From an optimization exercise on the open Yosys and OpenROAD flow, aimed at small area, a short achievable clock period and few clock cycles per item; shortcuts taken in it are not production practice.
No activity file was given, so power comes from the tool's default toggle rates.

==> flow/design.v <==
`default_nettype none
package cpuArchPkg;
    typedef logic [7:0] dataWord;      
    typedef logic [7:0] progAddress;   
    typedef logic [1:0] regIndex;      
    typedef enum logic [3:0] {
        opAnd = 4'b0000,
        opOr  = 4'b0001,
        opNot = 4'b0010,
        opAdd = 4'b0011,
        opSub = 4'b0100,
        opLsr = 4'b0101,
        opLsl = 4'b0110,
        opInc = 4'b0111,
        opDec = 4'b1000,
        opBra = 4'b1001,
        opMov = 4'b1011,
        opLd  = 4'b1100
    } opcode;
    typedef struct packed {
        opcode      code;        
        logic [3:0] dst;         
        logic [3:0] srcFirst;    
        logic [3:0] srcSecond;   
    } instruction;
    typedef struct packed {
        dataWord r1;
        dataWord r2;
        dataWord r3;
        dataWord r4;
    } registerView;
endpackage
`default_nettype wire
`default_nettype none
package cpuControlPkg;
    typedef enum logic [3:0] {
        aluPassA   = 4'b0000,
        aluPassImm = 4'b0001,
        aluNot     = 4'b0010,
        aluAdd     = 4'b0100,
        aluSub     = 4'b0101,
        aluAnd     = 4'b0111,
        aluOr      = 4'b1000,
        aluLsl     = 4'b1011,
        aluLsr     = 4'b1100
    } aluOp;
    typedef enum logic [1:0] {
        rfHold      = 2'b00,
        rfLoad      = 2'b01,
        rfDecrement = 2'b10,
        rfIncrement = 2'b11
    } regFunc;
    typedef enum logic [1:0] {
        stIdle,
        stFetchLow,
        stFetchHigh,
        stExecute
    } seqState;
    typedef struct packed {
        regFunc  regFn;
        logic [1:0] target;    
        logic [1:0] srcA;
        logic [1:0] srcB;
        aluOp    op;
        logic [7:0] immediate;   
        logic    pcLoad;
    } controlWord;
endpackage
`default_nettype wire
`timescale 1ns/1ps
`default_nettype none
module programMemory
(
    input  logic       clock,
    input  logic       progWrite,
    input  logic [7:0] progAddr,
    input  logic [7:0] progData,
    input  logic [6:0] rowE,
    input  logic [6:0] rowO,
    output logic [7:0] byteE,
    output logic [7:0] byteO,
    output logic       braE,    
    output logic       braO     
);
    logic [7:0] memE [128];
    logic [7:0] memO [128];
    always_ff @(posedge clock) begin
        if (progWrite && !progAddr[0]) memE[progAddr[7:1]] <= progData;
        if (progWrite &&  progAddr[0]) memO[progAddr[7:1]] <= progData;
    end
    logic [8:0] grpE [32];
    logic [8:0] grpO [32];
    always_comb begin
        for (int g = 0; g < 32; g++) begin
            grpE[g][7:0] = memE[{g[4:0], rowE[1:0]}];
            grpO[g][7:0] = memO[{g[4:0], rowO[1:0]}];
            grpE[g][8]   = (grpE[g][7:4] == 4'h9);
            grpO[g][8]   = (grpO[g][7:4] == 4'h9);
        end
    end
    assign {braE, byteE} = grpE[rowE[6:2]];
    assign {braO, byteO} = grpO[rowO[6:2]];
endmodule
`default_nettype wire
`timescale 1ns/1ps
`default_nettype none
module cpuTop
(
    input  logic       clock,
    input  logic       arstN,
    input  logic       progWrite,
    input  logic [7:0] progAddr,
    input  logic [7:0] progData,
    input  logic       run,
    output logic [31:0] regs,          
    output logic [7:0] pc,
    output logic            instrDone
);
    logic       wrQ;
    logic [7:0] wrAddrQ, wrDataQ;
    always_ff @(posedge clock) begin
        wrQ     <= progWrite;
        wrAddrQ <= progAddr;
        wrDataQ <= progData;
    end
    logic [7:0] fetchPc;
    logic [6:0] rowE;       
    logic       running;    
    logic       starting;   
    logic [7:0] byteE, byteO;
    logic       braE, braO;
    programMemory i_programMemory (
        .clock     (clock),
        .progWrite (wrQ),
        .progAddr  (wrAddrQ),
        .progData  (wrDataQ),
        .rowE      (rowE),
        .rowO      (fetchPc[7:1]),
        .byteE     (byteE),
        .byteO     (byteO),
        .braE      (braE),
        .braO      (braO)
    );
    logic [7:0] fetchLo;
    logic [6:0] fetchLoInc;   
    logic [6:0] incE, incO;
    logic       isBra;
    assign incE       = byteE[7:1] + 7'd1;
    assign incO       = byteO[7:1] + 7'd1;
    assign fetchLo    = fetchPc[0] ? byteO : byteE;
    assign fetchLoInc = fetchPc[0] ? incO : incE;
    assign isBra      = fetchPc[0] ? braE : braO;
    logic go;
    assign go = starting || (run && (running || !wrQ));
    logic [7:0] braPc, seqPc;
    logic [6:0] braRowE, seqRowE;
    assign braPc   = go ? fetchLo : fetchPc;
    assign seqPc   = go ? fetchPc + 8'd2 : fetchPc;
    assign braRowE = go ? (fetchLo[0] ? fetchLoInc : fetchLo[7:1]) : rowE;
    assign seqRowE = go ? rowE + 7'd1 : rowE;
    always_ff @(posedge clock) begin
        if (!arstN) begin
            fetchPc <= '0;
            rowE    <= '0;
        end else begin
            fetchPc <= isBra ? braPc : seqPc;
            rowE    <= isBra ? braRowE : seqRowE;
        end
    end
    always_ff @(posedge clock or negedge arstN) begin
        if (!arstN) begin
            running  <= 1'b0;
            starting <= 1'b0;
        end else begin
            running  <= go;
            starting <= !running && !starting && run && wrQ;
        end
    end
    logic [15:0] ir;
    logic [7:0]  pcQ;
    always_ff @(posedge clock) begin
        ir <= fetchPc[0] ? {byteE, byteO} : {byteO, byteE};
    end
    always_ff @(posedge clock or negedge arstN) begin
        if (!arstN) pcQ <= '0;
        else        pcQ <= fetchPc;   
    end
    assign pc        = pcQ;
    assign instrDone = running;
    logic [3:0] op;
    logic [1:0] d, a, b;
    logic [7:0] imm;
    assign op  = ir[15:12];
    assign d   = ir[9:8];
    assign a   = ir[5:4];
    assign b   = ir[1:0];
    assign imm = ir[7:0];
    logic [7:0] r [4];
    logic [7:0] opA, opB, addB, sum, result;
    logic       cin;
    assign opA = r[a];
    assign opB = r[b];
    always_comb begin
        case (op)
            4'h4:    begin addB = ~opB;   cin = 1'b1; end   
            4'h7:    begin addB = 8'h01;  cin = 1'b0; end   
            4'h8:    begin addB = 8'hFF;  cin = 1'b0; end   
            default: begin addB = opB;    cin = 1'b0; end   
        endcase
    end
    logic [7:0] g0, p0, gk, pk, gn, pn;
    logic [8:0] carry;
    always_comb begin
        g0 = opA & addB;
        p0 = opA ^ addB;
        gk = g0;
        pk = p0;
        for (int s = 1; s < 8; s = s * 2) begin
            gn = gk;
            pn = pk;
            for (int i = s; i < 8; i++) begin
                gn[i] = gk[i] | (pk[i] & gk[i - s]);
                pn[i] = pk[i] & pk[i - s];
            end
            gk = gn;
            pk = pn;
        end
        carry[0] = cin;
        for (int i = 0; i < 8; i++) carry[i + 1] = gk[i] | (pk[i] & cin);
        sum = p0 ^ carry[7:0];
    end
    always_comb begin
        case (op)
            4'h0:    result = opA & opB;
            4'h1:    result = opA | opB;
            4'h2:    result = ~opA;
            4'h5:    result = {1'b0, opA[7:1]};
            4'h6:    result = {opA[6:0], 1'b0};
            4'hC:    result = imm;
            4'hB:    result = opA;
            default: result = sum;   
        endcase
    end
    logic       wr;
    logic [1:0] dst;
    assign wr  = running && (op <= 4'h8 || op == 4'hB || op == 4'hC);
    assign dst = (op == 4'h7 || op == 4'h8) ? a : d;
    for (genvar i = 0; i < 4; i++) begin : gReg
        always_ff @(posedge clock or negedge arstN) begin
            if (!arstN)                          r[i] <= '0;
            else if (wr && dst == 2'(i))         r[i] <= result;
        end
    end
    assign regs = {r[0], r[1], r[2], r[3]};
endmodule
`default_nettype wire
Settings: LEC_CHECK=0, CAP_MARGIN=20, CORE_MARGIN=2, CORE_UTILIZATION=40, SLEW_MARGIN=20; clock period 9.0 ns.
standard.sh (not shown) runs the stock make flow with config.mk's settings and CLKGATE_MAP_FILE= SYNTH_SCRIPT=/design/flow/synth_recipe.tcl, a recipe that flattens the netlist after the stock synthesis.
==> flow/flow/run.sh <==
#!/bin/bash
# Own layout flow: the standard ORFS flow with a tighter timing-repair
# target (setup margin) and plain buffers on the ports. Same SDC and clock.
set -euo pipefail
bash standard.sh SETUP_SLACK_MARGIN=6.2 'BUFFER_PORTS_ARGS=-buffer_cell sky130_fd_sc_hd__buf_4' finish > run_make.log 2>&1
The baseline ran to the end with no violations.
Rerun with:
--- a/flow/design.v
+++ b/flow/design.v
@@ -76,32 +76,20 @@
     input  logic [7:0] progAddr,
     input  logic [7:0] progData,
     input  logic [6:0] rowE,
     input  logic [6:0] rowO,
     output logic [7:0] byteE,
-    output logic [7:0] byteO,
-    output logic       braE,    
-    output logic       braO     
+    output logic [7:0] byteO
 );
     logic [7:0] memE [128];
     logic [7:0] memO [128];
     always_ff @(posedge clock) begin
         if (progWrite && !progAddr[0]) memE[progAddr[7:1]] <= progData;
         if (progWrite &&  progAddr[0]) memO[progAddr[7:1]] <= progData;
     end
-    logic [8:0] grpE [32];
-    logic [8:0] grpO [32];
-    always_comb begin
-        for (int g = 0; g < 32; g++) begin
-            grpE[g][7:0] = memE[{g[4:0], rowE[1:0]}];
-            grpO[g][7:0] = memO[{g[4:0], rowO[1:0]}];
-            grpE[g][8]   = (grpE[g][7:4] == 4'h9);
-            grpO[g][8]   = (grpO[g][7:4] == 4'h9);
-        end
-    end
-    assign {braE, byteE} = grpE[rowE[6:2]];
-    assign {braO, byteO} = grpO[rowO[6:2]];
+    assign byteE = memE[rowE];
+    assign byteO = memO[rowO];
 endmodule
 `default_nettype wire
 `timescale 1ns/1ps
 `default_nettype none
 module cpuTop
@@ -126,56 +114,47 @@
     logic [7:0] fetchPc;
     logic [6:0] rowE;       
     logic       running;    
     logic       starting;   
     logic [7:0] byteE, byteO;
-    logic       braE, braO;
     programMemory i_programMemory (
         .clock     (clock),
         .progWrite (wrQ),
         .progAddr  (wrAddrQ),
         .progData  (wrDataQ),
         .rowE      (rowE),
         .rowO      (fetchPc[7:1]),
         .byteE     (byteE),
-        .byteO     (byteO),
-        .braE      (braE),
-        .braO      (braO)
+        .byteO     (byteO)
     );
     logic [7:0] fetchLo;
     logic [6:0] fetchLoInc;   
     logic [6:0] incE, incO;
     logic       isBra;
     assign incE       = byteE[7:1] + 7'd1;
     assign incO       = byteO[7:1] + 7'd1;
     assign fetchLo    = fetchPc[0] ? byteO : byteE;
     assign fetchLoInc = fetchPc[0] ? incO : incE;
-    assign isBra      = fetchPc[0] ? braE : braO;
+    assign isBra      = fetchPc[0] ? (byteE[7:4] == 4'h9) : (byteO[7:4] == 4'h9);
     logic go;
     assign go = starting || (run && (running || !wrQ));
-    logic [7:0] braPc, seqPc;
-    logic [6:0] braRowE, seqRowE;
-    assign braPc   = go ? fetchLo : fetchPc;
+    logic [7:0] seqPc;
+    logic [6:0] seqRowE, braRowE;
     assign seqPc   = go ? fetchPc + 8'd2 : fetchPc;
-    assign braRowE = go ? (fetchLo[0] ? fetchLoInc : fetchLo[7:1]) : rowE;
     assign seqRowE = go ? rowE + 7'd1 : rowE;
-    always_ff @(posedge clock) begin
-        if (!arstN) begin
-            fetchPc <= '0;
-            rowE    <= '0;
-        end else begin
-            fetchPc <= isBra ? braPc : seqPc;
-            rowE    <= isBra ? braRowE : seqRowE;
-        end
-    end
+    assign braRowE = fetchLo[0] ? fetchLoInc : fetchLo[7:1];
     always_ff @(posedge clock or negedge arstN) begin
         if (!arstN) begin
+            fetchPc  <= '0;
+            rowE     <= '0;
             running  <= 1'b0;
             starting <= 1'b0;
         end else begin
             running  <= go;
             starting <= !running && !starting && run && wrQ;
+            fetchPc  <= (go && isBra) ? fetchLo : seqPc;
+            rowE     <= (go && isBra) ? braRowE : seqRowE;
         end
     end
     logic [15:0] ir;
     logic [7:0]  pcQ;
     always_ff @(posedge clock) begin
What happened: Final cell count barely changes. Global-route usage is lower by 0.94 points. Cell area is higher by 0.44%. Count of clock-buffer cells in the layout is higher by 14. Wire length is lower by 2.8%. Sequential power stays flat. Non-clock buffer count is higher by 22. First-iteration DRC count is lower by 11%. Total power is higher by 21%. Maximum frequency is higher by 1.4%. Flip-flop and latch count is lower by 4. Synthesized area is higher by 0.72%. Sequential share of layout area is lower by 0.27 points.
No functional check of the RTL was part of any run of this note.

========
north:
RTL: the design.v shown in full above, as it stands there.
==> flow/config.mk <==
export PLATFORM = sky130hd
export DESIGN_NAME = cpuTop
export DESIGN_NICKNAME = cpuTop
export VERILOG_FILES = /design/flow/design.v
export SDC_FILE = /design/flow/constraint.sdc
export NUM_CORES = 4
export LEC_CHECK = 0
export CAP_MARGIN = 20
export CORE_MARGIN = 2
export CORE_UTILIZATION = 60
export SLEW_MARGIN = 20
==> flow/constraint.sdc <==
create_clock -name core_clock -period 9.0 [get_ports {clock}]
set_input_delay 1.8000 -clock core_clock [delete_from_list [all_inputs] [get_ports {clock}]]
set_output_delay 1.8000 -clock core_clock [all_outputs]
set_load 0.01 [all_outputs]
Scripts as last shown in full above: flow/flow/run.sh
Inputs modified between north and south:
--- a/flow/design.v
+++ b/flow/design.v
@@ -75,34 +75,22 @@
     input  logic       progWrite,
     input  logic [7:0] progAddr,
     input  logic [7:0] progData,
     input  logic [6:0] rowE,
     input  logic [6:0] rowO,
     output logic [7:0] byteE,
-    output logic [7:0] byteO,
-    output logic       braE,    
-    output logic       braO     
+    output logic [7:0] byteO
 );
     logic [7:0] memE [128];
     logic [7:0] memO [128];
     always_ff @(posedge clock) begin
         if (progWrite && !progAddr[0]) memE[progAddr[7:1]] <= progData;
         if (progWrite &&  progAddr[0]) memO[progAddr[7:1]] <= progData;
     end
-    logic [8:0] grpE [32];
-    logic [8:0] grpO [32];
-    always_comb begin
-        for (int g = 0; g < 32; g++) begin
-            grpE[g][7:0] = memE[{g[4:0], rowE[1:0]}];
-            grpO[g][7:0] = memO[{g[4:0], rowO[1:0]}];
-            grpE[g][8]   = (grpE[g][7:4] == 4'h9);
-            grpO[g][8]   = (grpO[g][7:4] == 4'h9);
-        end
-    end
-    assign {braE, byteE} = grpE[rowE[6:2]];
-    assign {braO, byteO} = grpO[rowO[6:2]];
+    assign byteE = memE[rowE];
+    assign byteO = memO[rowO];
 endmodule
 `default_nettype wire
 `timescale 1ns/1ps
 `default_nettype none
 module cpuTop
 (
@@ -125,58 +113,49 @@
     end
     logic [7:0] fetchPc;
     logic [6:0] rowE;       
     logic       running;    
     logic       starting;   
     logic [7:0] byteE, byteO;
-    logic       braE, braO;
     programMemory i_programMemory (
         .clock     (clock),
         .progWrite (wrQ),
         .progAddr  (wrAddrQ),
         .progData  (wrDataQ),
         .rowE      (rowE),
         .rowO      (fetchPc[7:1]),
         .byteE     (byteE),
-        .byteO     (byteO),
-        .braE      (braE),
-        .braO      (braO)
+        .byteO     (byteO)
     );
     logic [7:0] fetchLo;
     logic [6:0] fetchLoInc;   
     logic [6:0] incE, incO;
     logic       isBra;
     assign incE       = byteE[7:1] + 7'd1;
     assign incO       = byteO[7:1] + 7'd1;
     assign fetchLo    = fetchPc[0] ? byteO : byteE;
     assign fetchLoInc = fetchPc[0] ? incO : incE;
-    assign isBra      = fetchPc[0] ? braE : braO;
+    assign isBra      = fetchPc[0] ? (byteE[7:4] == 4'h9) : (byteO[7:4] == 4'h9);
     logic go;
     assign go = starting || (run && (running || !wrQ));
-    logic [7:0] braPc, seqPc;
-    logic [6:0] braRowE, seqRowE;
-    assign braPc   = go ? fetchLo : fetchPc;
+    logic [7:0] seqPc;
+    logic [6:0] seqRowE, braRowE;
     assign seqPc   = go ? fetchPc + 8'd2 : fetchPc;
-    assign braRowE = go ? (fetchLo[0] ? fetchLoInc : fetchLo[7:1]) : rowE;
     assign seqRowE = go ? rowE + 7'd1 : rowE;
-    always_ff @(posedge clock) begin
-        if (!arstN) begin
-            fetchPc <= '0;
-            rowE    <= '0;
-        end else begin
-            fetchPc <= isBra ? braPc : seqPc;
-            rowE    <= isBra ? braRowE : seqRowE;
-        end
-    end
+    assign braRowE = fetchLo[0] ? fetchLoInc : fetchLo[7:1];
     always_ff @(posedge clock or negedge arstN) begin
         if (!arstN) begin
+            fetchPc  <= '0;
+            rowE     <= '0;
             running  <= 1'b0;
             starting <= 1'b0;
         end else begin
             running  <= go;
             starting <= !running && !starting && run && wrQ;
+            fetchPc  <= (go && isBra) ? fetchLo : seqPc;
+            rowE     <= (go && isBra) ? braRowE : seqRowE;
         end
     end
     logic [15:0] ir;
     logic [7:0]  pcQ;
     always_ff @(posedge clock) begin
         ir <= fetchPc[0] ? {byteE, byteO} : {byteO, byteE};
Synthesized-area fraction occupied by xor and xnor cells essentially unchanged between south and north. Per the comparison of south with north, post-layout total power climbed 7000 uW; worst-case setup slack after placement dropped 110 ps; half-perimeter wire length after detailed placement dropped about 8%; global-route usage dropped 1.7 points; die area climbed about 0.7%. Number of standard cells after synthesis came out lower on south than on north. When south is set beside north, its number of global-route vias before repair turns out to be 0.54% smaller. Summary — relative slew slack, south relative to north: lower, by 12 points. south and north ended up with roughly the same number of routed nets with antenna violations.
Function was not checked in any run of this note: the RTL went through the layout flow alone.

static timing again, ports no longer ideal:
In the flow no input, the clock included, has a driving cell. The finished layouts below were timed again as built, in two steps. Step 1 sets driving cells, clkbuf_16 on the clock port and buf_2 on the other inputs (assumed; they add their load-dependent delay and slew). Step 2 moves the port delays by t, midway between the first and last clock arrival at a register: inputs arrive t later, outputs are due t later. That takes back most of the time a late clock gives input paths. a / b / c = ideal ports / drivers / drivers and shift; a / b = the first two.
run | t (ns) | setup WS [ns] | worst slew at a driven data input, ns | pins driven straight from the clock port
the first run of note 1 | 0.951 | 5.050 / 5.050 / 4.803 | 0.08 | 1
the second run of note 1 | 0.915 | 5.104 / 5.104 / 5.102 | 0.06 | 1
north | 0.903 | 4.920 / 4.920 / 4.920 | 0.04 | 1
south | 0.910 | 5.139 / 5.139 / 4.414 | 0.09 | 1
After both steps setup and hold are still met in every run listed. For south, which loses most, drivers alone change the setup slack by 0.000 ns; drivers and shift together by -0.725 ns.
